What follows belongs to an exercise in optimizing a design on an open flow for small area, a short achievable clock period and few clock cycles per item; a production flow would make more cautious choices.
At most, simulation tests tie the RTL to the original design; equivalence was not proved.
For runs 2 to 5, only the layout was checked, not whether the RTL still works.
No activity file was given, so power comes from the tool's default toggle rates.

==> flow/design.v, too long to show whole: its modules and the start of the top module <==
// module cnn_dvcon_fa: 11 lines
// module cnn_dvcon_bsel: 11 lines
// module cnn_dvcon: 2976 lines
module cnn_dvcon
(
  input  logic               aclk,
  input  logic               aresetn,
  input  logic [cnn_dvcon_pkg::TDATA_W-1:0] s_axis_tdata,
  input  logic               s_axis_tvalid,
  output logic               s_axis_tready,
  output logic [cnn_dvcon_pkg::ACC_W-1:0]   m_axis_tdata,
  output logic               m_axis_tvalid,
  input  logic               m_axis_tready
);
  // ...
==> flow/flow/run.sh <==
#!/bin/bash
# Standard layout (the standard.sh), except that the port buffers are
# sky130_fd_sc_hd__buf_2 cells rather than the delay cells buffer_ports picks by default.
set -e
export BUFFER_PORTS_ARGS="-buffer_cell sky130_fd_sc_hd__buf_2"
bash standard.sh > standard_flow.log 2>&1
==> flow/standard.sh <==
#!/bin/bash
# synth_recipe.tcl (not shown) runs the flow's synth.tcl, then flattens the netlist and writes it again
# the make line also repeats each setting of config.mk as NAME=value (left out here)
make -C /OpenROAD-flow-scripts/flow DESIGN_CONFIG=/design/flow/config.mk WORK_HOME=/design/flow/orfs CLKGATE_MAP_FILE= SYNTH_SCRIPT=/design/flow/synth_recipe.tcl "${@:-finish}"
==> flow/config.mk <==
export PLATFORM = sky130hd
export DESIGN_NAME = cnn_dvcon
export DESIGN_NICKNAME = cnn_dvcon
export VERILOG_FILES = /design/flow/design.v
export SDC_FILE = /design/flow/constraint.sdc
export NUM_CORES = 4
export LEC_CHECK = 0
export CAP_MARGIN = 20
export CORE_MARGIN = 2
export CORE_UTILIZATION = 70
export PLACE_DENSITY = 0.8
export SLEW_MARGIN = 20
export SYNTH_HIERARCHICAL = 1
==> flow/constraint.sdc <==
create_clock -name core_clock -period 8.0 [get_ports {aclk}]
set_input_delay 1.6000 -clock core_clock [delete_from_list [all_inputs] [get_ports {aclk}]]
set_output_delay 1.6000 -clock core_clock [all_outputs]
set_load 0.01 [all_outputs]
==> impl_results.md, run 1 <==
* Filler cells at between 1000 and 1500
* Met2 usage at around 73%
* Met3 Use GR at between 20% and 30%
* CP Capture Type: flop
* CTS root buffer: clkbuf_16
* Relative slew slack at around half
* Flop pwr share at a little over a tenth
* Global-route wire length before repair at 86300 µm
* Max Clock Skew at approximately 0.011 ns
* DR WL met2 at roughly 25000 µm
* Crit path launch type: input port
* Status: timing/DRC/antenna clean
* Uppermost layer routed: met5
* CP Data Required Time at 8.04 ns
* Row count at 55
* RSZ-0062 raised after global routing: no
* Power per cell area at 546 nW/µm²
* Biggest Area Class: multi-input combinational cells
* Final Power at roughly 0.0093 W
* Cells after DPL at about 1700
* Top post-synthesis cells by area: fa_1 68%, nand2_1 12%, edfxtp_1 9.6%, and2_1 3.2%, clkbuf_1 2.9%
* TritonCTS buffer count at 5
* Post-Synth Simple-Gate Area at roughly 16%
* Clock slew at reported path FFs at roughly 0.070 ns
* PostCTS Resize Cnt at 0
* Min cycle time layout at about 5.6 ns
* Port Buf Inserts at 169
* Clock Sink Count at 53
* Reg2reg end: r0_fs_487
* Clock network area share at less than 1%
* Area of the multi-input gates at 14000 µm²
* Core area at approximately 23000 µm²
* Chip Height at between 150 and 200 µm
* FF-to-FF path depth at 2
* Sequential cell area at 1590 µm²
* FMAX at roughly 180 MHz
* Final non-clock buffer share at under 10%
* Power Sequential at ~0.001 W
* # IOs at 170
* WP depth at 9
* Synth unique cells at 39
* Tap cells at 285
* Ys flop type: edfxtp_1
* Antenna cells at 3
Testbench counts, summed over its fixed seeds: cycles 16,008, items 16,000.
==> run 2: changes to the inputs <==
--- a/flow/design.v
+++ b/flow/design.v
@@ -14,27 +14,16 @@
   input  logic b,
   input  logic c,
   output logic s,
   output logic co
 );
   assign s  = a ^ b ^ c;
   assign co = (a & b) | (a & c) | (b & c);
 endmodule
-module cnn_dvcon_bsel
-(
-  input  logic one,
-  input  logic two,
-  input  logic neg,
-  input  logic x1,
-  input  logic x0,
-  output logic p
-);
-  assign p = ((one & x1) | (two & x0)) ^ neg;
-endmodule
 import cnn_dvcon_pkg::*;
 module cnn_dvcon
 (
   input  logic               aclk,
   input  logic               aresetn,
   input  logic [cnn_dvcon_pkg::TDATA_W-1:0] s_axis_tdata,
   input  logic               s_axis_tvalid,
   output logic               s_axis_tready,
@@ -2996,14 +2985,14 @@
       r0_fc_525 <= fc_525;
       r0_fs_531 <= fs_531;
       r0_fc_530 <= fc_530;
       r0_fs_533 <= fs_533;
       r0_fc_531 <= fc_531;
       r0_fs_534 <= fs_534;
       r0_fc_534 <= fc_534;
     end
-  assign rowa = {1'b1, r0_fc_534, fs_559, fs_558, fs_556, fc_552, fs_552, fc_548, fc_545, fs_545, fc_540, fc_538, fc_537, fs_537, fs_535, r0_fs_96, r0_fs_60, r0_fs_33, r0_fs_14, r0_fs_3};
-  assign rowb = {1'b0, fc_559, 1'b0, 1'b0, 1'b0, fs_554, fc_550, fs_550, fs_548, 1'b0, fs_542, fs_540, fs_538, 1'b0, 1'b0, 1'b0, 1'b0, 1'b0, 1'b0, 1'b0};
+  assign rowa = {1'b1, r0_fc_534, fs_559, fs_558, fs_556, fc_552, fc_550, fc_548, fc_545, fs_545, fc_540, fc_538, fc_537, fs_537, fs_535, r0_fs_96, r0_fs_60, r0_fs_33, r0_fs_14, r0_fs_3};
+  assign rowb = {1'b0, fc_559, 1'b0, 1'b0, 1'b0, fs_554, fs_552, fs_550, fs_548, 1'b0, fs_542, fs_540, fs_538, 1'b0, 1'b0, 1'b0, 1'b0, 1'b0, 1'b0, 1'b0};
   assign msum = rowa + rowb;
   assign sum = ~msum;
   assign m_axis_tdata = sum;
 endmodule
==> flow/run.sh (new file) <==
#!/bin/bash
# synth_recipe.tcl (not shown) runs the flow's synth.tcl, then flattens the netlist and writes it again
# the make line also repeats each setting of config.mk as NAME=value (left out here)
make -C /OpenROAD-flow-scripts/flow DESIGN_CONFIG=/design/flow/config.mk WORK_HOME=/design/flow/orfs CLKGATE_MAP_FILE= SYNTH_SCRIPT=/design/flow/synth_recipe.tcl finish
==> flow/config.mk (replaced) <==
export PLATFORM = sky130hd
export DESIGN_NAME = cnn_dvcon
export DESIGN_NICKNAME = cnn_dvcon
export VERILOG_FILES = /design/flow/design.v
export SDC_FILE = /design/flow/constraint.sdc
export NUM_CORES = 4
export LEC_CHECK = 0
export CAP_MARGIN = 20
export CORE_MARGIN = 2
export CORE_UTILIZATION = 40
export SLEW_MARGIN = 20
export SYNTH_HIERARCHICAL = 1
removed: flow/flow/run.sh
removed: flow/standard.sh
==> impl_results.md, run 2 <==
* CP max FO at 8 (unchanged)
* Relative slew slack at 45.9% (was 50.5%)
* Synthesized area at 16200 µm² (unchanged)
* Final core utilization at 45.8% (was 75.3%)
* Core area at 39900 µm² (was 22700 µm²)
* Count leader, synth: fa_1 (unchanged)
* Largest net degree at the start of global routing at 55 (was 54)
* Antenna cells at 0 (was 3)
* Cell-internal power at 0.00498 W (was 0.00454 W)
* GRT Residual Overflow at 0 (unchanged)
* Worst-path cell chain: clkdlybuf4s50_1 -> nand2_1 -> fa_1 -> fa_1 -> fa_1 -> fa_1 -> fa_1 -> fa_1 -> fa_1 -> fa_1 (was buf_2 -> nand2_1 -> fa_1 -> fa_1 -> fa_1 -> fa_1 -> fa_1 -> fa_1 -> fa_1)
* Post-synthesis mux area share at 0.0616% (unchanged)
* Row count at 73 (was 55)
* Ys flop type: edfxtp_1 (unchanged)
* XOR/XNOR share of the synthesized area at 0.377% (unchanged)
* CP Data Required Time at 8.06 ns (was 8.04 ns)
* Cell Count, Final, Fillers Out at 1997 (was 1760)
* Critical path's slowest cell: clkdlybuf4s50_1 (was fa_1)
* Sw Share at 47.7% (was 51.5%)
* WL/cell at 28.4 µm (was 33.1 µm)
* Critical path type: in -> reg (unchanged)
* Combinational fraction of design power at 86.6% (about the same)
* Initial Util at 40.7% (was 71.5%)
* Max Cap Violations at 0 (unchanged)
* Power per cell area at 522 nW/µm² (was 546 nW/µm²)
* H-tree depth at 2 (unchanged)
* Nets at 2188 (unchanged)
* Min cycle time layout at 6.10 ns (was 5.64 ns)
* Crit path launch type: input port (unchanged)
* Final Power at 0.00953 W (was 0.00935 W)
* RSZ-0062 raised after global routing: no (unchanged)
* Fin. Hold Viols at 0 (unchanged)
* Worst path max stage delay at 0.86 ns (was 0.66 ns)
* Vias in the first global route at 12764 (was 13738)
* # setup viols final at 0 (unchanged)
* Port Buf Inserts at 169 (unchanged)
* Max VDD drop at 0.521 mV (was 0.860 mV)
* CP Capture Type: flop (unchanged)
* Clock slew at reported path FFs at 0.07 ns (about the same)
* 1st-pass router iterations at 7 (was 10)
* Worst Tran Pin Value at 0.811 ns (was 0.743 ns)
* Filler cells at 3740 (was 1475)
* Worst skew pair latency at 0.31 ns (was 0.32 ns)
* Vias at 11221 (was 12382)
* Synth cell count leaders: 550 x fa_1, 498 x nand2_1, 127 x clkbuf_1, 82 x and2_1, 52 x edfxtp_1 (unchanged)
* Initial antenna violation count at 0 (was 4)
* Worst path top cell family by delay: adder cells (unchanged)
* CTS root buffer: clkbuf_16 (unchanged)
* Area Growth Syn to Fin at 12.4% (was 5.31%)
* FMAX at 164 MHz (was 177 MHz)
* Final setup TNS at 0 ns (unchanged)
* Post-Synth Simple-Gate Area at 15.7% (unchanged)
* Placer Congestion at 0.939 (was 1.06)
* Adder-cell area share of the yosys netlist at 69.2% (unchanged)
* Synth area leader: fa_1 (unchanged)
* Clock Sink Count at 53 (unchanged)
* TritonCTS buffer count at 5 (unchanged)
* DIE AREA at 42200 µm² (was 24400 µm²)
* Top cell by count, worst path: fa_1 (unchanged)
* Most common cell after layout, fill and taps aside: fa_1 (unchanged)
* Detailed placer's ending HPWL at 50700 µm (was 48900 µm)
* Chip Height at 206 µm (was 156 µm)
* DR iter-0 viols at 1038 (was 1987)
* Post-synth EDFFs at 52 (unchanged)
* # IOs at 170 (unchanged)
* Synth Area per Inst at 11.4 µm² (unchanged)
* Post-synthesis register bit count at 53 (unchanged)
* Vias/cell at 5.62 (was 7.04)
* Final antenna-violating net count at 0 (unchanged)
* Clock Power Share at 2.7% (was 2.5%)
* Compound-Gate Fraction of Synth Area at 0.832% (unchanged)
* Status: timing/DRC/antenna clean (unchanged)
* Post-route clock period utilization at 76.2% (was 70.5%)
* Total detailed-routing wirelength at 56700 µm (was 58200 µm)
* YS warnings at 7 (unchanged)
* Flop pwr share at 10.7% (was 10.8%)
* Asr flop ratio synth at 1.89% (unchanged)
* Cells after DPL at 1989 (was 1749)
* Hold_buf cts at 0 (unchanged)
* Post-CTS setup buffer count at 0 (unchanged)
* Top post-synthesis cells by area: fa_1 68%, nand2_1 12%, edfxtp_1 9.6%, and2_1 3.2%, clkbuf_1 2.9% (unchanged)
* Most frequent cells in the layout: 550 x fa_1, 498 x nand2_1, 169 x clkdlybuf4s50_1 (was 550 x fa_1, 498 x nand2_1, 169 x buf_2)
* CTS max path bufs at 2 (unchanged)
* Mapped Cells at 1425 (unchanged)
* Share of cells above drive strength 1 at 0.747% (was 12.4%)
* HP Class: reg -> reg (was in -> async)
* Mapped Nets at 2142 (unchanged)
* Worst Path Arrival at 6.16 ns (was 5.68 ns)
* Total routing usage reported by global routing at 28.2% (was 51.6%)
* Pins Over Slew Limit at 0 (unchanged)
* LEAKAGE at 6.31 nW (was 6.30 nW)
* Residual DRC at 0 (unchanged)
* Global-route wire length before repair at 83400 µm (was 86300 µm)
* P_sw at 0.00455 W (was 0.00481 W)
* CTS tree: done (unchanged)
* Largest family of logic cells by synthesized area: adder cells (unchanged)
* Die W at 206 µm (was 156 µm)
* Max Clock Skew at 0.00706 ns (was 0.0111 ns)
* WP buf/inv at 1 (unchanged)
* Seq/Total Area, Yosys at 9.77% (unchanged)
* PostCTS Resize Cnt at 0 (unchanged)
* Synth unique cells at 39 (unchanged)
* Synth top area share at 67.8% (unchanged)
run 2: logic make-up after synthesis:
logic type / count (synthesis)
flops: 53
compound gates: 18
buf+inv: 171
mux: 1
simple gates: 606
fa+ha+maj: 569
xor+xnor: 7
run 2: final timing paths:
kind                              startpoint        end  slack, ns  depth (start not counted)
max reg2reg                              vld  r0_fc_534       6.49                          2
min in group asynchronous            aresetn        vld       1.42                          1
min                                      vld        vld       0.95                          3
min reg2reg                              vld        vld       0.95                          3
max                        s_axis_tdata[125]  r0_fs_488       1.90                         10
max in group asynchronous            aresetn        vld       6.49                          1
run 2: layout make-up:
class	count	area [µm²]	share of cell area [%]
clock inverter	2	33.8	0.185
tap	525	657	3.60
sequential	53	1590	8.69
timing repair buffer	170	1700	9.30
clock buffer	6	129	0.706
inverter	40	150	0.822
multi-input combinational	1201	14000	76.7
run 2: per-stage QoR:
| stage | setup WS, ns | cell area (µm²) | hold WS, ns |
|---|---|---|---|
| 5_1_grt | 1.82 | 18300 | 1.02 |
| 4_1_cts | 1.94 | 18300 | 0.992 |
| 3_5_place_dp | 1.60 | 18100 | 0.972 |
| 3_3_place_gp | 1.65 | 18100 | 0.935 |
| 6_report | 1.90 | 18300 | 0.946 |
| 2_1_floorplan | 2.46 | 16200 | 1.30 |
run 2: worst reg2reg max path, stage by stage, from the launching register on:
cell and delay, ns:
dfrtp_1 0.40, nand2b_2 0.07, buf_4 0.58
run 2: power groups by stage:
stage	registers (W)	clock network [W]	logic (W)
floorplan	0.000994	0	0.00515
global placement	0.00102	0	0.00821
detailed placement	0.00102	0	0.00841
CTS	0.00102	0.000269	0.00843
global route	0.00103	0.000279	0.00914
finish	0.00102	0.000262	0.00826
run 2: per-layer routing:
layer | track usage, % | vias to the layer above | wire, µm
li1 | - | 4339 | -
met1 | 37.9 | 6038 | 21300
met2 | 44.0 | 722 | 26600
met3 | 4.80 | 122 | 5130
met4 | 15.3 | 0 | 3610
met5 | 0 | - | 0
run 2: per-module statistics from Yosys (local to each module, per instance):
module,area (µm²),cells,flip-flops and latches,copies in the design
cnn_dvcon_fa,20.0,1,0,549
cnn_dvcon,5260,876,53,1
==> run 3: changes to the inputs <==
--- a/flow/config.mk
+++ b/flow/config.mk
@@ -9,4 +9,5 @@
 export CORE_MARGIN = 2
 export CORE_UTILIZATION = 40
+export SETUP_SLACK_MARGIN = 3
 export SLEW_MARGIN = 20
 export SYNTH_HIERARCHICAL = 1
==> impl_results.md, run 3 <==
* Status: timing/DRC/antenna clean (unchanged)
* Die W at 206 µm (unchanged)
* 1st-pass router iterations at 6 (was 7)
* Sw Share at 47.4% (was 47.7%)
* DIE AREA at 42200 µm² (unchanged)
* Max Cap Violations at 0 (unchanged)
* Flop pwr share at 9.4% (was 10.7%)
* Pins Over Slew Limit at 0 (unchanged)
* CTS max path bufs at 2 (unchanged)
* Hold_buf cts at 0 (unchanged)
* DR iter-0 viols at 1030 (was 1038)
* Nets at 2202 (was 2188)
* # setup viols final at 0 (unchanged)
* Largest net degree at the start of global routing at 55 (unchanged)
* Critical path type: reg -> out (was in -> reg)
* YS warnings at 7 (unchanged)
* Mapped Nets at 2142 (unchanged)
* Share of cells above drive strength 1 at 37.6% (was 0.747%)
* Power per cell area at 547 nW/µm² (was 522 nW/µm²)
* Filler cells at 3544 (was 3740)
* Final antenna-violating net count at 0 (unchanged)
* Synth area leader: fa_1 (unchanged)
* Count leader, synth: fa_1 (unchanged)
* Critical path's slowest cell: fa_2 (was clkdlybuf4s50_1)
* Top cell by count, worst path: fa_2 (was fa_1)
* Area Growth Syn to Fin at 21.3% (was 12.4%)
* Clock slew at reported path FFs at 0.07 ns (about the same)
* Synth unique cells at 39 (unchanged)
* Post-synth EDFFs at 52 (unchanged)
* Vias at 11324 (was 11221)
* Crit path launch type: flop (was input port)
* Vias in the first global route at 12595 (was 12764)
* Global-route wire length before repair at 83200 µm (was 83400 µm)
* Synthesized area at 16200 µm² (unchanged)
* Max VDD drop at 0.769 mV (was 0.521 mV)
* Most common cell after layout, fill and taps aside: nand2_1 (was fa_1)
* Fin Hold WS at 0.835 ns (was 0.946 ns)
* HP Class: reg -> reg (unchanged)
* Antenna cells at 0 (unchanged)
* Initial antenna violation count at 0 (unchanged)
* CP Data Required Time at 6.40 ns (was 8.06 ns)
* Detailed placer's ending HPWL at 51500 µm (was 50700 µm)
* RSZ-0062 raised after global routing: yes (was no)
* Vias/cell at 5.63 (was 5.62)
* Initial Util at 40.7% (unchanged)
* Ys flop type: edfxtp_1 (unchanged)
* Mapped Cells at 1425 (unchanged)
* Placer Congestion at 0.949 (was 0.939)
* Top post-synthesis cells by area: fa_1 68%, nand2_1 12%, edfxtp_1 9.6%, and2_1 3.2%, clkbuf_1 2.9% (unchanged)
* Cells after DPL at 1989 (unchanged)
* Synth top area share at 67.8% (unchanged)
* Most frequent cells in the layout: 453 x nand2_1, 304 x fa_2, 246 x fa_1 (was 550 x fa_1, 498 x nand2_1, 169 x clkdlybuf4s50_1)
* Final setup TNS at 0 ns (unchanged)
* Relative slew slack at 62.1% (was 45.9%)
* Min cycle time layout at 5.30 ns (was 6.10 ns)
* Clock Power Share at 2.4% (was 2.7%)
* LEAKAGE at 6.71 nW (was 6.31 nW)
* Worst path max stage delay at 0.57 ns (was 0.86 ns)
* Post-route clock period utilization at 66.2% (was 76.2%)
* Worst skew pair latency at 0.33 ns (was 0.31 ns)
* Chip Height at 206 µm (unchanged)
* Asr flop ratio synth at 1.89% (unchanged)
* Synth cell count leaders: 550 x fa_1, 498 x nand2_1, 127 x clkbuf_1, 82 x and2_1, 52 x edfxtp_1 (unchanged)
* Core area at 39900 µm² (unchanged)
* WL/cell at 28.6 µm (was 28.4 µm)
* Fin. Hold Viols at 0 (unchanged)
* Row count at 73 (unchanged)
* # IOs at 170 (unchanged)
* GRT Residual Overflow at 0 (unchanged)
* Max Clock Skew at 0.0128 ns (was 0.00706 ns)
* Cell Count, Final, Fillers Out at 2011 (was 1997)
* CTS tree: done (unchanged)
* Total routing usage reported by global routing at 28.4% (was 28.2%)
* Synth Area per Inst at 11.4 µm² (unchanged)
* Seq/Total Area, Yosys at 9.77% (unchanged)
* P_sw at 0.00511 W (was 0.00455 W)
* Port Buf Inserts at 169 (unchanged)
* Worst path top cell family by delay: adder cells (unchanged)
* Cell-internal power at 0.00566 W (was 0.00498 W)
* CTS root buffer: clkbuf_16 (unchanged)
* H-tree depth at 2 (unchanged)
* Clock Sink Count at 53 (unchanged)
* Worst-path cell chain: fa_1 -> fa_2 -> fa_2 -> fa_2 -> fa_2 -> nand3_4 -> or3_1 -> mux2i_1 -> a311oi_2 -> buf_2 (was clkdlybuf4s50_1 -> nand2_1 -> fa_1 -> fa_1 -> fa_1 -> fa_1 -> fa_1 -> fa_1 -> fa_1 -> fa_1)
* Combinational fraction of design power at 88.2% (was 86.6%)
* Post-synthesis register bit count at 53 (unchanged)
* Residual DRC at 0 (unchanged)
* TritonCTS buffer count at 5 (unchanged)
* Worst Tran Pin Value at 0.569 ns (was 0.811 ns)
* Total detailed-routing wirelength at 57600 µm (was 56700 µm)
* CP Capture Type: output pin (was flop)
* Worst Path Arrival at 3.70 ns (was 6.16 ns)
* WP buf/inv at 1 (unchanged)
* CP max FO at 3 (was 8)
* FMAX at 189 MHz (was 164 MHz)
* Final core utilization at 49.4% (was 45.8%)
-- run 3: cell counts after synthesis --
Identical to the previous run, type by type.
-- run 3: cells by family after synthesis --
family,count (synthesis),share of synthesized area [%]
and+or+nand+nor,606,15.7
AOI/OAI and AO/OA,18,0.832
DFF,53,9.77
xor gates and xnor gates,7,0.377
adders and majority gates,569,69.2
buffers and inverters,171,4.03
muxes,1,0.0616
-- run 3: what timing repair did --
item                        CTS  global route
setup endpoints to repair    59            23
buffers inserted              8             6
pin swaps                    77            99
gates resized for setup    1036           160
-- run 3: metal layers --
layer	GRT usage (%)	wire, µm
met1	37.4	21300
met2	46.7	28200
met3	4.21	4800
met4	13.1	3240
met5	0	0
-- run 3: cell type report --
| class | count | area, µm² | share of cell area [%] |
|---|---|---|---|
| Timing Repair Buffer | 184 | 2040 | 10.3 |
| Clock buffer | 6 | 129 | 0.654 |
| Tap cell | 525 | 657 | 3.33 |
| Sequential cell | 53 | 1590 | 8.05 |
| Inverter | 40 | 150 | 0.762 |
| Clock inverter | 2 | 33.8 | 0.171 |
| Multi-Input combinational cell | 1201 | 15100 | 76.7 |
-- run 3: power groups by stage --
| stage | clock network, W | registers [W] | logic (W) |
|---|---|---|---|
| final | 0.000264 | 0.00101 | 0.00950 |
| after global routing | 0.000276 | 0.00103 | 0.0105 |
| after CTS | 0.000268 | 0.00102 | 0.00952 |
| after detailed placement | 0 | 0.00102 | 0.00896 |
| after global placement | 0 | 0.00101 | 0.00878 |
| after floorplan | 0 | 0.000994 | 0.00554 |
-- run 3: metrics by stage --
stage               worst slack, ns  instance area [µm²]  power [W]
global route                   2.58                19700     0.0118
floorplan                      2.72                17700    0.00654
global placement               1.78                18700    0.00979
detailed placement             1.68                18700    0.00998
CTS                            2.65                19100     0.0108
finish                         2.70                19700     0.0108
-- run 3: worst paths after layout --
kind                       startpoint          endpoint  slack (ns)  cells after the start
setup / recovery            r0_fs_524  m_axis_tdata[18]        2.70                     10
hold / removal                    vld               vld        0.83                      3
hold reg to reg                   vld               vld        0.83                      3
setup reg to reg                  vld         r0_fc_488        6.68                      2
min in group asynchronous     aresetn               vld        1.42                      1
max in group asynchronous     aresetn               vld        6.48                      1
-- run 3: worst min-delay path: stages, from the launching register on --
cell and delay [ns]:
dfrtp_1 0.36, nand2b_2 0.06, buf_6 0.24, nand2b_1 0.14
-- run 3: modules after synthesis, one instance, submodules excluded --
module / cells / flip-flops and latches
cnn_dvcon: 876 / 53
cnn_dvcon_fa: 1 / 0
==> run 4: changes to the inputs <==
--- a/flow/config.mk
+++ b/flow/config.mk
@@ -9,5 +9,5 @@
 export CORE_MARGIN = 2
 export CORE_UTILIZATION = 40
-export SETUP_SLACK_MARGIN = 3
+export SETUP_SLACK_MARGIN = 5
 export SLEW_MARGIN = 20
 export SYNTH_HIERARCHICAL = 1
==> impl_results.md, run 4 <==
* Status: timing/DRC/antenna clean (unchanged)
* Final antenna-violating net count at 0 (unchanged)
* TritonCTS buffer count at 5 (unchanged)
* FMAX at 188 MHz (was 189 MHz)
* Worst Tran Pin Value at 0.838 ns (was 0.569 ns)
* Power per cell area at 549 nW/µm² (was 547 nW/µm²)
* Vias in the first global route at 12825 (was 12595)
* Vias/cell at 5.59 (was 5.63)
* # setup viols final at 0 (unchanged)
* Synth Area per Inst at 11.4 µm² (unchanged)
* YS warnings at 7 (unchanged)
* Final core utilization at 53.4% (was 49.4%)
* Max Cap Violations at 0 (unchanged)
* CTS root buffer: clkbuf_16 (unchanged)
* Core area at 39900 µm² (unchanged)
* Total detailed-routing wirelength at 59400 µm (was 57600 µm)
* CP Data Required Time at 6.40 ns (about the same)
* Min cycle time layout at 5.32 ns (was 5.30 ns)
* Area Growth Syn to Fin at 31.1% (was 21.3%)
* Port Buf Inserts at 169 (unchanged)
* Synth area leader: fa_1 (unchanged)
* 1st-pass router iterations at 5 (was 6)
* Asr flop ratio synth at 1.89% (unchanged)
* Synth unique cells at 39 (unchanged)
* Fin. Hold Viols at 0 (unchanged)
* Mapped Cells at 1425 (unchanged)
* Pins Over Slew Limit at 0 (unchanged)
* # IOs at 170 (unchanged)
* Mapped Nets at 2142 (unchanged)
* H-tree depth at 2 (unchanged)
* Synthesized area at 16200 µm² (unchanged)
* Count leader, synth: fa_1 (unchanged)
* HP Class: reg -> reg (unchanged)
* Residual DRC at 0 (unchanged)
* Clock Sink Count at 53 (unchanged)
* Seq/Total Area, Yosys at 9.77% (unchanged)
* DR iter-0 viols at 1002 (was 1030)
* DIE AREA at 42200 µm² (unchanged)
* Synth top area share at 67.8% (unchanged)
* CP max FO at 5 (was 3)
* Reg2Reg Setup Slack at 6.42 ns (was 6.68 ns)
* Final setup TNS at 0 ns (unchanged)
* Post-route clock period utilization at 66.6% (was 66.2%)
* Antenna cells at 0 (unchanged)
* Vias at 11376 (was 11324)
* Max Clock Skew at 0.00638 ns (was 0.0128 ns)
* Detailed placer's ending HPWL at 51100 µm (was 51500 µm)
* Most common cell after layout, fill and taps aside: fa_2 (was nand2_1)
* RSZ-0062 raised after global routing: yes (unchanged)
* CTS tree: done (unchanged)
* Worst skew pair latency at 0.32 ns (was 0.33 ns)
* Initial Util at 40.7% (unchanged)
* Share of cells above drive strength 1 at 55.5% (was 37.6%)
* Die W at 206 µm (unchanged)
* Post-synth EDFFs at 52 (unchanged)
* Placer Congestion at 0.926 (was 0.949)
* Crit path launch type: flop (unchanged)
* Synth cell count leaders: 550 x fa_1, 498 x nand2_1, 127 x clkbuf_1, 82 x and2_1, 52 x edfxtp_1 (unchanged)
* Total routing usage reported by global routing at 29.4% (was 28.4%)
* GRT Residual Overflow at 0 (unchanged)
* WL/cell at 29.2 µm (was 28.6 µm)
* Nets at 2225 (was 2202)
* Worst Path Arrival at 3.72 ns (was 3.70 ns)
* CTS max path bufs at 2 (unchanged)
* Critical path type: reg -> out (unchanged)
* Clock slew at reported path FFs at 0.08 ns (was 0.07 ns)
* Initial antenna violation count at 0 (unchanged)
* LEAKAGE at 7.22 nW (was 6.71 nW)
* Post-synthesis register bit count at 53 (unchanged)
* Relative slew slack at 44.1% (was 62.1%)
* Most frequent cells in the layout: 426 x fa_2, 365 x nand2_1, 124 x fa_1 (was 453 x nand2_1, 304 x fa_2, 246 x fa_1)
* Chip Height at 206 µm (unchanged)
* Row count at 73 (unchanged)
* Top post-synthesis cells by area: fa_1 68%, nand2_1 12%, edfxtp_1 9.6%, and2_1 3.2%, clkbuf_1 2.9% (unchanged)
* CP Capture Type: output pin (unchanged)
* Global-route wire length before repair at 86100 µm (was 83200 µm)
* Ys flop type: edfxtp_1 (unchanged)
* Max VDD drop at 0.802 mV (was 0.769 mV)
* Largest net degree at the start of global routing at 28 (was 55)
==> run 4: cell counts after synthesis <==
No cell type changed its count.
==> run 4: repair_timing <==
item | in CTS | in global routing
setup buffers | 21 | 15
resized for setup | 1359 | 146
endpoints found under the setup margin | 68 | 68
cloned | 2 | 0
pin swaps | 222 | 142
hold buffers | 0 | 0
==> run 4: Yosys stat by module (local to each module, per instance) <==
module	area, µm²	copies in the design
cnn_dvcon	5260	1
cnn_dvcon_fa	20.0	549
==> run 4: worst paths after layout <==
path / from / endpoint / cells past startpoint
min reg2reg: vld / r0_fc_534 / 2
max: r0_fc_511 / m_axis_tdata[18] / 10
max reg2reg: vld / r0_fs_416 / 2
max in group asynchronous: aresetn / vld / 1
min: vld / r0_fc_534 / 2
min in group asynchronous: aresetn / vld / 1
==> run 4: cells by family (layout without fill, tap and decap cells) <==
group	count (synthesis)	count (layout)	synth area share (%)
AND/OR/NAND/NOR	606	608	15.7
adder cells (fa/ha/maj)	569	569	69.2
buffers and inverters	171	253	4.03
flip-flops	53	53	9.77
AO/OA/AOI/OAI	18	18	0.832
XOR/XNOR	7	7	0.377
multiplexers	1	1	0.0616
==> run 4: per-stage QoR <==
| stage | hold WS, ns | std cells | total power, W | cell area (µm²) | setup slack, ns |
|---|---|---|---|---|---|
| 6_report | 1.04 | 2034 | 0.0117 | 21300 | 2.68 |
| 5_1_grt | 1.10 | 2034 | 0.0127 | 21300 | 2.57 |
| 4_1_cts | 1.14 | 2019 | 0.0114 | 20700 | 2.60 |
| 3_5_place_dp | 1.16 | 1988 | 0.0107 | 19200 | 1.69 |
| 3_3_place_gp | 1.15 | 1988 | 0.0105 | 19200 | 1.72 |
| 2_1_floorplan | 0.951 | 1425 | 0.00728 | 18600 | 2.74 |
==> run 4: power by group <==
part	internal [W]	switching [W]
Clock	0.000181	0.000120
Sequential	0.000930	0.0000812
Combinational	0.00515	0.00523
==> run 4: routing by layer <==
metal,GRT usage [%],routed length [µm],vias up
li1,-,-,4419
met5,0,0,-
met4,12.1,2970,0
met3,3.23,4350,121
met1,39.5,22300,6208
met2,48.9,29700,628
==> run 4: cell type report <==
cell class,instances,area [µm²]
Timing Repair Buffer,205,2750
Inverter,40,150
Sequential cell,53,1590
Clock buffer,5,125
Clock inverter,3,68.8
Tap cell,525,657
Multi-Input combinational cell,1203,16000
Fill cell,3349,18600
==> run 4: worst max-delay path, cell delays in order (launching register included) <==
cell and delay [ns]:
edfxtp_1 0.41, fa_1 0.51, fa_2 0.35, fa_2 0.34, fa_2 0.35, fa_2 0.57, nand3_4 0.09, or3_1 0.35
mux2i_1 0.20, a311oi_2 0.07, buf_2 0.16
==> run 5: changes to the inputs <==
==> flow/flow/run.sh (new file) <==
#!/bin/bash
# Standard layout, except that the port buffers are buf_2 cells rather than
# the delay cells buffer_ports picks by default.
set -e
export BUFFER_PORTS_ARGS="-buffer_cell sky130_fd_sc_hd__buf_2"
bash standard.sh > standard_flow.log 2>&1
==> flow/standard.sh (new file) <==
#!/bin/bash
# synth_recipe.tcl (not shown) runs the flow's synth.tcl, then flattens the netlist and writes it again
# the make line also repeats each setting of config.mk as NAME=value (left out here)
make -C /OpenROAD-flow-scripts/flow DESIGN_CONFIG=/design/flow/config.mk WORK_HOME=/design/flow/orfs CLKGATE_MAP_FILE= SYNTH_SCRIPT=/design/flow/synth_recipe.tcl "${@:-finish}"
--- a/flow/config.mk
+++ b/flow/config.mk
@@ -9,5 +9,4 @@
 export CORE_MARGIN = 2
 export CORE_UTILIZATION = 40
-export SETUP_SLACK_MARGIN = 5
 export SLEW_MARGIN = 20
 export SYNTH_HIERARCHICAL = 1
removed: flow/run.sh
==> impl_results.md, run 5 <==
* Status: timing/DRC/antenna clean (unchanged)
* CTS tree: done (unchanged)
* Post-CTS setup buffer count at 0 (was 21)
* CP Capture Type: output pin (unchanged)
* TritonCTS buffer count at 5 (unchanged)
* Final antenna-violating net count at 0 (unchanged)
* Share of cells above drive strength 1 at 12.3% (was 55.5%)
* Mapped Cells at 1425 (unchanged)
* P_sw at 0.00461 W (was 0.00543 W)
* Clock Sink Count at 53 (unchanged)
* Placer Congestion at 0.968 (was 0.926)
* Cell-internal power at 0.00452 W (was 0.00626 W)
* Area of the multi-input gates at 14000 µm² (was 16000 µm²)
* Max Cap Violations at 0 (unchanged)
* Crit path launch type: flop (unchanged)
* Synth Area per Inst at 11.4 µm² (unchanged)
* Largest net degree at the start of global routing at 55 (was 28)
* Most frequent cells in the layout: 550 x fa_1, 498 x nand2_1, 169 x buf_2 (was 426 x fa_2, 365 x nand2_1, 124 x fa_1)
* Max VDD drop at 0.338 mV (was 0.802 mV)
* Initial Util at 40.7% (unchanged)
* Die W at 206 µm (unchanged)
* FMAX at 181 MHz (was 188 MHz)
* Hold_buf cts at 0 (unchanged)
* 1st-pass router iterations at 9 (was 5)
* Initial antenna violation count at 0 (unchanged)
* Sw Share at 50.5% (was 46.5%)
* Worst Path Arrival at 3.93 ns (was 3.72 ns)
* Post-synth EDFFs at 52 (unchanged)
* PostCTS Resize Cnt at 0 (was 1359)
* DIE AREA at 42200 µm² (unchanged)
* Worst skew pair latency at 0.31 ns (was 0.32 ns)
* Most common cell after layout, fill and taps aside: fa_1 (was fa_2)
* Residual DRC at 0 (unchanged)
* CTS root buffer: clkbuf_16 (unchanged)
* Flop pwr share at 11.0% (was 8.7%)
* Asr flop ratio synth at 1.89% (unchanged)
* Critical path type: reg -> out (unchanged)
* Combinational fraction of design power at 86.2% (was 88.8%)
* Sequential cell area at 1590 µm² (about the same)
* Clock slew at reported path FFs at 0.07 ns (was 0.08 ns)
* # IOs at 170 (unchanged)
* YS warnings at 7 (unchanged)
* LEAKAGE at 6.31 nW (was 7.22 nW)
* # setup viols final at 0 (unchanged)
* CP Data Required Time at 6.40 ns (about the same)
* Vias/cell at 5.57 (was 5.59)
* Final setup TNS at 0 ns (unchanged)
* Port Buf Inserts at 169 (unchanged)
* GRT Residual Overflow at 0 (unchanged)
* CP max FO at 8 (was 5)
* Power per cell area at 524 nW/µm² (was 549 nW/µm²)
* WL/cell at 27.9 µm (was 29.2 µm)
* Relative slew slack at 50.5% (was 44.1%)
* Mapped Nets at 2142 (unchanged)
* Top post-synthesis cells by area: fa_1 68%, nand2_1 12%, edfxtp_1 9.6%, and2_1 3.2%, clkbuf_1 2.9% (unchanged)
* Core area at 39900 µm² (unchanged)
* Global-route wire length before repair at 81500 µm (was 86100 µm)
* Synth area leader: fa_1 (unchanged)
* Total detailed-routing wirelength at 55800 µm (was 59400 µm)
* Synth top area share at 67.8% (unchanged)
* Pins Over Slew Limit at 0 (unchanged)
* Ys flop type: edfxtp_1 (unchanged)
* Chip Height at 206 µm (unchanged)
* Vias in the first global route at 12369 (was 12825)
* Count leader, synth: fa_1 (unchanged)
* Row count at 73 (unchanged)
* Final Power at 0.00913 W (was 0.0117 W)
* Fin. Hold Viols at 0 (unchanged)
* Detailed placer's ending HPWL at 50700 µm (was 51100 µm)
* Seq/Total Area, Yosys at 9.77% (unchanged)
* H-tree depth at 2 (unchanged)
* Worst Tran Pin Value at 0.742 ns (was 0.838 ns)
* CTS max path bufs at 2 (unchanged)
* Vias at 11126 (was 11376)
* Post-synthesis register bit count at 53 (unchanged)
* Max Clock Skew at 0.00509 ns (was 0.00638 ns)
* Synthesized area at 16200 µm² (unchanged)
* DR iter-0 viols at 1137 (was 1002)
* Filler cells at 3781 (was 3349)
* Area Growth Syn to Fin at 7.23% (was 31.1%)
* Nets at 2188 (was 2225)
* HP Class: reg -> reg (unchanged)
* Antenna cells at 0 (unchanged)
* Clock Power Share at 2.8% (was 2.6%)
* Min cycle time layout at 5.53 ns (was 5.32 ns)
* Synth unique cells at 39 (unchanged)
* Total routing usage reported by global routing at 27.8% (was 29.4%)
* RSZ-0062 raised after global routing: no (was yes)
* Synth cell count leaders: 550 x fa_1, 498 x nand2_1, 127 x clkbuf_1, 82 x and2_1, 52 x edfxtp_1 (unchanged)
* Post-route clock period utilization at 69.2% (was 66.6%)
## run 5: cell counts after synthesis
Identical to the previous run, type by type.
## run 5: per-module statistics from Yosys (local to each module, per instance)
module | flops+latches | area [µm²] | copies in the design | cells inside
cnn_dvcon_fa | 0 | 20.0 | 549 | 1
cnn_dvcon | 53 | 5260 | 1 | 876
## run 5: area by class of cell
class                           count  share of cell area [%]
Clock buffer                        5                   0.718
Inverter                           40                   0.862
Tap cell                          525                    3.77
Multi-Input combinational cell   1201                    80.4
Sequential cell                    53                    9.11
Clock inverter                      3                   0.237
Timing Repair Buffer              170                    4.90
## run 5: worst max-delay path, cell delays in order, from the launching register on
cell and delay, ns:
edfxtp_1 0.41, fa_1 0.51, fa_1 0.39, fa_1 0.38
fa_1 0.40, fa_1 0.39, ha_1 0.42, nor4_1 0.09
a211o_1 0.27, a311oi_1 0.20, buf_2 0.18
## run 5: layer usage
metal	GRT usage [%]	vias up	share of wire (%)
met5	0	-	0
met4	12.4	0	5.7
met3	5.43	133	9.8
met2	43.6	758	46
met1	37.7	5892	38
li1	-	4343	-
## run 5: path summary, 6_finish.rpt
kind / from / end / slack, ns / cells past startpoint
max: r0_fs_524 / m_axis_tdata[18] / 2.47 / 10
min: vld / vld / 0.90 / 3
max reg2reg: vld / r0_fc_511 / 6.57 / 2
min reg2reg: vld / vld / 0.90 / 3
max in group asynchronous: aresetn / vld / 6.87 / 1
min in group asynchronous: aresetn / vld / 1.05 / 1
## run 5: kinds of logic (layout without fill, tap and decap cells)
family | count (synthesis) | count (layout) | share of synthesized area [%]
muxes | 1 | 1 | 0.0616
and+or+nand+nor | 606 | 606 | 15.7
buffers and inverters | 171 | 218 | 4.03
AOI/OAI and AO/OA | 18 | 18 | 0.832
xor gates and xnor gates | 7 | 7 | 0.377
adders and majority gates | 569 | 569 | 69.2
DFF | 53 | 53 | 9.77
## run 5: power groups by stage
stage               Sequential [W]  Combinational (W)  Clock (W)
finish                     0.00101            0.00787   0.000256
global route               0.00103            0.00881   0.000276
CTS                        0.00101            0.00813   0.000265
detailed placement         0.00102            0.00811          0
global placement           0.00101            0.00793          0
floorplan                 0.000994            0.00515          0
## run 5: through the flow
step / instance area [µm²] / cells / util, % / setup slack (ns) / hold WS (ns)
2_1_floorplan: 16200 / 1425 / - / 2.46 / 1.30
3_3_place_gp: 17300 / 1989 / 43.2 / 2.22 / 0.916
3_5_place_dp: 17300 / 1989 / 43.2 / 2.21 / 0.929
4_1_cts: 17400 / 1997 / 43.6 / 2.42 / 0.947
5_1_grt: 17400 / 1997 / 43.6 / 2.33 / 0.984
6_report: 17400 / 1997 / 43.6 / 2.47 / 0.898

==> afterwards: timing with drivers on the ports <==
Ports are ideal in the flow. The routed layouts listed here were re-timed in OpenROAD.
Step 1, drivers: a clkbuf_16 drives aclk and a buf_2 each remaining input, both assumed.
Step 2 adds t to the input delays and takes it off the output delays; t is the mean of the earliest and latest rising clock arrival at the registers after step 1. Input paths then give back, and output paths get back, about the clock's delay inside the block.
Three values: ideal, step 1, step 2; two values: the first two.
| run | t (ns) | setup WS [ns] | hold WS [ns] | worst slew at a driven data input, ns |
|---|---|---|---|---|
| run 1 | 0.349 | 2.358 / 2.372 / 2.025 | 1.051 / 1.033 / 1.072 | 0.07 |
| run 2 | 0.357 | 1.903 / 1.924 / 1.566 | 0.946 / 0.946 / 0.946 | 0.05 |
| run 3 | 0.373 | 2.701 / 2.648 / 2.485 | 0.835 / 0.835 / 0.835 | 0.09 |
| run 4 | 0.359 | 2.676 / 2.634 / 2.545 | 1.044 / 1.044 / 1.044 | 0.10 |
| run 5 | 0.350 | 2.467 / 2.424 / 2.207 | 0.898 / 0.898 / 0.898 | 0.06 |
After both steps every run listed still meets setup and hold. For run 2, which loses most, drivers alone change the setup slack by +0.021 ns; drivers and shift together by -0.337 ns.
